This is an optimization exercise on Yosys and OpenROAD, whose aim is small area and a short achievable clock period, not a production implementation.
No activity file was given, so power comes from the tool's default toggle rates.

==> inputs of 08-24 <==
==> flow/design.v <==
package tru_pkg;
   localparam int NUM_PORTS = 8;
   localparam int PORT_ID_W = 3;
   localparam int FID_W    = 4;
   localparam int FID_NUM  = 16;
   localparam int SUB_NUM  = 4;
   localparam int SUB_ID_W = 2;
   localparam int STABLE_CNT_W = 7;
   localparam logic [STABLE_CNT_W-1:0] STABLE_CNT_MAX = 7'd101;
   localparam int PAT_W  = 2 * NUM_PORTS;
   localparam int PAIR_W = 5;
   localparam int PORT_W = PAIR_W * NUM_PORTS / 2;
endpackage
`timescale 1ns/1ps
module tru_port_state
(
   input  logic                           clk,
   input  logic                           rst_n_i,
   input  logic [tru_pkg::NUM_PORTS-1:0]  ep_status_i,
   output logic [tru_pkg::NUM_PORTS-1:0]  stable_o    
);
   logic [tru_pkg::STABLE_CNT_W-1:0] cnt_q [tru_pkg::NUM_PORTS];
   always_ff @(posedge clk)
   begin
      for (int p = 0; p < tru_pkg::NUM_PORTS; p++)
      begin
         if (!rst_n_i || !ep_status_i[p])
         begin
            cnt_q[p] <= '0;
         end
         else if (!stable_o[p])
         begin
            cnt_q[p] <= cnt_q[p] + 1'b1;
         end
      end
   end
   always_comb
   begin
      for (int p = 0; p < tru_pkg::NUM_PORTS; p++)
      begin
         stable_o[p] = cnt_q[p][6] & cnt_q[p][5] & cnt_q[p][2] & cnt_q[p][0];
      end
   end
endmodule
`timescale 1ns/1ps
module tru_tab
(
   input  logic                                      clk,
   input  logic                                      rst_n_i,
   input  logic                                      wr_i,
   input  logic [tru_pkg::FID_W-1:0]                 wr_fid_i,
   input  logic [tru_pkg::SUB_ID_W-1:0]              wr_sub_i,
   input  logic [tru_pkg::PAT_W-1:0]                 wr_pat_i,
   input  logic [tru_pkg::PORT_W-1:0]                wr_port_i,
   input  logic [tru_pkg::FID_NUM-1:0]               rd_sel_i,
   output logic [tru_pkg::SUB_NUM*tru_pkg::PAT_W-1:0] rd_pat_o,    
   output logic [3*tru_pkg::PORT_W-1:0]              rd_port_o    
);
   localparam int NF    = tru_pkg::FID_NUM;
   localparam int NS    = tru_pkg::SUB_NUM;
   localparam int PAT_W = tru_pkg::PAT_W;
   localparam int POR_W = tru_pkg::PORT_W;
   logic [PAT_W-1:0] pat_q [NF*NS];
   logic [POR_W-1:0] port_q [NF*(NS-1)];
   always_ff @(posedge clk)
   begin
      for (int f = 0; f < NF; f++)
      begin
         for (int s = 0; s < NS; s++)
         begin
            if (!rst_n_i)
            begin
               pat_q[f*NS+s] <= '0;
            end
            else if (wr_i && wr_fid_i == f && wr_sub_i == s)
            begin
               pat_q[f*NS+s] <= wr_pat_i;
            end
         end
      end
   end
   always_ff @(posedge clk)
   begin
      for (int f = 0; f < NF; f++)
      begin
         for (int s = 1; s < NS; s++)
         begin
            if (wr_i && wr_fid_i == f && wr_sub_i == s)
            begin
               port_q[f*(NS-1)+s-1] <= wr_port_i;
            end
         end
      end
   end
   logic [NS*PAT_W-1:0]     pat_acc;
   logic [(NS-1)*POR_W-1:0] port_acc;
   always_comb
   begin
      pat_acc  = '0;
      port_acc = '0;
      for (int f = 0; f < NF; f++)
      begin
         for (int s = 0; s < NS; s++)
         begin
            pat_acc[s*PAT_W +: PAT_W] = pat_acc[s*PAT_W +: PAT_W] |
                                        (pat_q[f*NS+s] & {PAT_W{rd_sel_i[f]}});
         end
         for (int s = 1; s < NS; s++)
         begin
            port_acc[(s-1)*POR_W +: POR_W] = port_acc[(s-1)*POR_W +: POR_W] |
                                             (port_q[f*(NS-1)+s-1] & {POR_W{rd_sel_i[f]}});
         end
      end
   end
   assign rd_pat_o  = pat_acc;
   assign rd_port_o = port_acc;
endmodule
`timescale 1ns/1ps
module tru_resolve
(
   input  logic                                       clk,
   input  logic                                       rst_n_i,
   input  logic                                       req_valid_i,   
   input  logic [tru_pkg::FID_W-1:0]                  req_fid_i,
   input  logic [tru_pkg::PORT_ID_W-1:0]              req_port_i,
   input  logic [tru_pkg::NUM_PORTS-1:0]              pass_all_i,
   output logic [tru_pkg::FID_NUM-1:0]                rd_sel_o,      
   input  logic [tru_pkg::SUB_NUM*tru_pkg::PAT_W-1:0] rd_pat_i,
   input  logic [3*tru_pkg::PORT_W-1:0]               rd_port_i,
   input  logic [tru_pkg::NUM_PORTS-1:0]              stable_i,      
   output logic                                       resp_valid_o,  
   output logic                                       resp_drop_o,
   output logic [tru_pkg::PORT_ID_W-1:0]              resp_port_o,
   output logic [tru_pkg::NUM_PORTS-1:0]              resp_port_mask_o
);
   localparam int NP    = tru_pkg::NUM_PORTS;
   localparam int PAT_W = tru_pkg::PAT_W;
   localparam int POR_W = tru_pkg::PORT_W;
   localparam int PR_W  = tru_pkg::PAIR_W;
   logic                          s1_valid_q;
   logic [tru_pkg::FID_NUM-1:0]   s1_sel_q;
   logic [tru_pkg::PORT_ID_W-1:0] s1_port_q;
   logic [NP-1:0]                 s1_pass_all_q;
   logic [NP-1:0] down_w;
   logic [NP-1:0] enabled_w;
   logic [NP-1:0] egress_w;
   logic [3*NP-1:0] sel_w;    
   logic [3*NP-1:0] egr_w;
   logic [3*NP-1:0] ingr_w;
   logic [3:1]      match_w;
   logic          ingr_r;
   logic          drop_w;
   logic                          resp_valid_q;
   logic                          resp_drop_q;
   logic [tru_pkg::PORT_ID_W-1:0] resp_port_q;
   logic [NP-1:0]                 resp_port_mask_q;
   always_ff @(posedge clk)
   begin
      if (!rst_n_i)
      begin
         s1_valid_q <= 1'b0;
      end
      else
      begin
         s1_valid_q <= req_valid_i;
      end
   end
   always_ff @(posedge clk)
   begin
      for (int f = 0; f < tru_pkg::FID_NUM; f++)
      begin
         s1_sel_q[f] <= (req_fid_i == f);
      end
      s1_port_q     <= req_port_i;
      s1_pass_all_q <= pass_all_i;
   end
   assign rd_sel_o = s1_sel_q;
   assign down_w = ~stable_i;
   for (genvar s = 1; s < 4; s++)
   begin : g_sub
      logic [NP-1:0] pat_x, pat_y;
      assign {pat_x, pat_y} = rd_pat_i[s*PAT_W +: PAT_W];
      assign match_w[s] = &((down_w & pat_x) | (~down_w & pat_y));
      for (genvar q = 0; q < NP/2; q++)
      begin : g_pair
         logic [PR_W-1:0] pc;
         assign pc = rd_port_i[(s-1)*POR_W + q*PR_W +: PR_W];
         assign sel_w[(s-1)*NP+2*q]    = ~(pc[4] & pc[3]);
         assign sel_w[(s-1)*NP+2*q+1]  = ~pc[4] | (pc[3] & ~pc[2]);
         assign egr_w[(s-1)*NP+2*q]    = pc[1];
         assign ingr_w[(s-1)*NP+2*q]   = pc[0];
         assign egr_w[(s-1)*NP+2*q+1]  = pc[4] ? pc[1] : pc[3];
         assign ingr_w[(s-1)*NP+2*q+1] = pc[4] ? pc[0] : pc[2];
      end
   end
   always_comb
   begin
      egress_w = rd_pat_i[NP +: NP];
      ingr_r   = rd_pat_i[s1_port_q];
      for (int s = 1; s < 4; s++)
      begin
         if (match_w[s])
         begin
            egress_w = (egress_w & ~sel_w[(s-1)*NP +: NP]) |
                       (egr_w[(s-1)*NP +: NP] & sel_w[(s-1)*NP +: NP]);
            if (sel_w[(s-1)*NP + s1_port_q])
            begin
               ingr_r = ingr_w[(s-1)*NP + s1_port_q];
            end
         end
      end
   end
   assign enabled_w = s1_pass_all_q & stable_i;   
   assign drop_w    = !(ingr_r && enabled_w[s1_port_q]);
   always_ff @(posedge clk)
   begin
      if (!rst_n_i)
      begin
         resp_valid_q     <= 1'b0;
         resp_drop_q      <= 1'b0;
         resp_port_q      <= '0;
         resp_port_mask_q <= '0;
      end
      else
      begin
         resp_valid_q     <= s1_valid_q;
         resp_drop_q      <= drop_w;
         resp_port_q      <= s1_port_q;
         resp_port_mask_q <= drop_w ? '0 : (egress_w & enabled_w & ~(NP'(1) << s1_port_q));
      end
   end
   assign resp_valid_o     = resp_valid_q;
   assign resp_drop_o      = resp_drop_q;
   assign resp_port_o      = resp_port_q;
   assign resp_port_mask_o = resp_port_mask_q;
endmodule
`timescale 1ns/1ps
module tru_top
(
   input  logic        clk,
   input  logic        rst_n_i,
   input  logic        tab_wr_en_i,
   input  logic [3:0]  tab_wr_fid_i,
   input  logic [1:0]  tab_wr_sub_i,
   input  logic        tab_wr_valid_i,
   input  logic [7:0]  tab_wr_pattern_mask_i,
   input  logic [7:0]  tab_wr_pattern_match_i,
   input  logic [7:0]  tab_wr_ports_mask_i,
   input  logic [7:0]  tab_wr_ports_egress_i,
   input  logic [7:0]  tab_wr_ports_ingress_i,
   input  logic        req_valid_i,
   input  logic [3:0]  req_fid_i,
   input  logic [2:0]  req_port_i,
   input  logic [7:0]  ep_status_i,
   input  logic [7:0]  pass_all_i,
   output logic        resp_valid_o,
   output logic        resp_drop_o,
   output logic [2:0]  resp_port_o,
   output logic [7:0]  resp_port_mask_o
);
   localparam int NP    = tru_pkg::NUM_PORTS;
   localparam int PAT_W = tru_pkg::PAT_W;
   localparam int POR_W = tru_pkg::PORT_W;
   localparam int PR_W  = tru_pkg::PAIR_W;
   logic [NP-1:0]                             port_stable;
   logic [tru_pkg::FID_NUM-1:0]               rd_sel;
   logic [tru_pkg::SUB_NUM*PAT_W-1:0]         rd_pat;
   logic [3*POR_W-1:0]                        rd_port;
   logic          never_w;
   logic [NP-1:0] pat_x, pat_y;
   logic [PAT_W-1:0] wr_pat;
   logic [POR_W-1:0] wr_port;
   logic                        wq_en;
   logic [tru_pkg::FID_W-1:0]   wq_fid;
   logic [tru_pkg::SUB_ID_W-1:0] wq_sub;
   logic [PAT_W-1:0]            wq_pat;
   logic [POR_W-1:0]            wq_port;
   assign never_w = !tab_wr_valid_i ||
                    ((tab_wr_pattern_match_i & ~tab_wr_pattern_mask_i) != '0);
   assign pat_x   = {NP{!never_w}} & (~tab_wr_pattern_mask_i | tab_wr_pattern_match_i);
   assign pat_y   = {NP{!never_w}} & (~tab_wr_pattern_mask_i | ~tab_wr_pattern_match_i);
   assign wr_pat  = (tab_wr_sub_i == '0) ?
                    ({PAT_W{tab_wr_valid_i}} & {tab_wr_ports_egress_i, tab_wr_ports_ingress_i}) :
                    {pat_x, pat_y};
   for (genvar q = 0; q < NP/2; q++)
   begin : g_pair
      logic [1:0] ps, pe, pi;
      assign ps = tab_wr_ports_mask_i[2*q +: 2];
      assign pe = tab_wr_ports_egress_i[2*q +: 2];
      assign pi = tab_wr_ports_ingress_i[2*q +: 2];
      assign wr_port[q*PR_W +: PR_W] =
         (ps == 2'b11) ? {1'b0, pe[1], pi[1], pe[0], pi[0]} :
         (ps == 2'b01) ? {3'b100, pe[0], pi[0]} :
         (ps == 2'b10) ? {3'b110, pe[1], pi[1]} :
                         5'b11100;
   end
   always_ff @(posedge clk)
   begin
      if (!rst_n_i)
      begin
         wq_en <= 1'b0;
      end
      else
      begin
         wq_en <= tab_wr_en_i;
      end
   end
   always_ff @(posedge clk)
   begin
      wq_fid  <= tab_wr_fid_i;
      wq_sub  <= tab_wr_sub_i;
      wq_pat  <= wr_pat;
      wq_port <= wr_port;
   end
   tru_port_state u_port_state
   (
      .clk         (clk),
      .rst_n_i     (rst_n_i),
      .ep_status_i (ep_status_i),
      .stable_o    (port_stable)
   );
   tru_tab u_tab
   (
      .clk         (clk),
      .rst_n_i     (rst_n_i),
      .wr_i        (wq_en),
      .wr_fid_i    (wq_fid),
      .wr_sub_i    (wq_sub),
      .wr_pat_i    (wq_pat),
      .wr_port_i   (wq_port),
      .rd_sel_i    (rd_sel),
      .rd_pat_o    (rd_pat),
      .rd_port_o   (rd_port)
   );
   tru_resolve u_resolve
   (
      .clk              (clk),
      .rst_n_i          (rst_n_i),
      .req_valid_i      (req_valid_i),
      .req_fid_i        (req_fid_i),
      .req_port_i       (req_port_i),
      .pass_all_i       (pass_all_i),
      .rd_sel_o         (rd_sel),
      .rd_pat_i         (rd_pat),
      .rd_port_i        (rd_port),
      .stable_i         (port_stable),
      .resp_valid_o     (resp_valid_o),
      .resp_drop_o      (resp_drop_o),
      .resp_port_o      (resp_port_o),
      .resp_port_mask_o (resp_port_mask_o)
   );
endmodule
==> flow/run.sh <==
#!/bin/bash
# synth_recipe.tcl (not shown) runs the flow's synth.tcl, then flattens the netlist and writes it again
# the make line also repeats each setting of config.mk as NAME=value (left out here)
make -C /OpenROAD-flow-scripts/flow DESIGN_CONFIG=/design/flow/config.mk WORK_HOME=/design/flow/orfs CLKGATE_MAP_FILE= SYNTH_SCRIPT=/design/flow/synth_recipe.tcl finish
==> flow/config.mk <==
export PLATFORM = sky130hd
export DESIGN_NAME = tru_top
export DESIGN_NICKNAME = tru_top
export VERILOG_FILES = /design/flow/design.v
export SDC_FILE = /design/flow/constraint.sdc
export NUM_CORES = 4
export LEC_CHECK = 0
export CAP_MARGIN = 20
export CORE_MARGIN = 2
export CORE_UTILIZATION = 40
export SETUP_SLACK_MARGIN = 2.5
export SLEW_MARGIN = 20
==> flow/constraint.sdc <==
create_clock -name core_clock -period 5.0 [get_ports {clk}]
set_input_delay 1.0000 -clock core_clock [delete_from_list [all_inputs] [get_ports {clk}]]
set_output_delay 1.0000 -clock core_clock [all_outputs]
set_load 0.01 [all_outputs]
==> inputs of 08-04, as changes to 08-24 <==
- SETUP_SLACK_MARGIN: 2.5 -> default
==> flow_summary.yaml <==
grt:
  grt_util_all_layers_pct: 27.9
  grt_first_pass_wirelength_mm: 430
  grt_antenna_before_repair: 13
placed_design:
  dp_slack_ps: 878
worst_setup_path:
  r2r_cells: 11
  critical_path_required_ps: 5760
final_layout:
  final_util_pct: 45.5
  layout.cells.most_common_list: "sky130_fd_sc_hd__nand2_1, sky130_fd_sc_hd__dfxtp_1, sky130_fd_sc_hd__a21oi_1, sky130_fd_sc_hd__edfxtp_1, sky130_fd_sc_hd__a22o_1"
clock_tree:
  cts.repair_timing.setup_buffer_count: 0
power:
  power_frac_comb_pct: 3.9
status:
  run_status: "complete, no violations"
Source of the figures above: 08-04

==> flow_summary.yaml <==
clock_tree:
  cts.repair_timing.setup_buffer_count: 152
worst_setup_path:
  critical_path_required_ps: 5750
  r2r_cells: 13
grt:
  grt_first_pass_wirelength_mm: 454
  grt_antenna_before_repair: 14
  grt_util_all_layers_pct: 29.8
power:
  power_frac_comb_pct: 4.7
final_layout:
  layout.cells.most_common_list: "sky130_fd_sc_hd__nand2_1, sky130_fd_sc_hd__dfxtp_1, sky130_fd_sc_hd__a21oi_1, sky130_fd_sc_hd__edfxtp_1, sky130_fd_sc_hd__a22o_1"
  final_util_pct: 47.7
  number_of_multi_input_logic_gates: 4969
status:
  run_status: "complete, no violations"
Source of the figures above: 08-24

Function was not checked in any run of this note: the RTL went through the layout flow alone.

-- separate check: timing with driven ports --
In the flow no input, the clock included, has a driving cell. The finished layouts below were timed again as built, in two steps. Step 1 sets driving cells, clkbuf_16 on the clock port and buf_2 on the other inputs (assumed; they add their load-dependent delay and slew). Step 2 times the ports against the registers' clock, not the clock port: input delays grow and output delays shrink by t, the midpoint of the rising clock arrivals with the driver on. a / b / c = ideal / step 1 / step 2; a / b = the first two.
| run | t (ns) | setup WS [ns] | latest minus earliest clock arrival (ns) | worst register clock-pin slew, ns | worst slew at a driven data input, ns |
|---|---|---|---|---|---|
| 08-24 | 0.959 | 1.699 / 1.699 / 1.699 | 0.056 / 0.055 | 0.07 / 0.07 | 0.06 |
| 08-04 | 0.962 | 0.673 / 0.673 / 0.673 | 0.079 / 0.079 | 0.07 / 0.07 | 0.06 |
After both steps setup and hold are still met in every run listed.
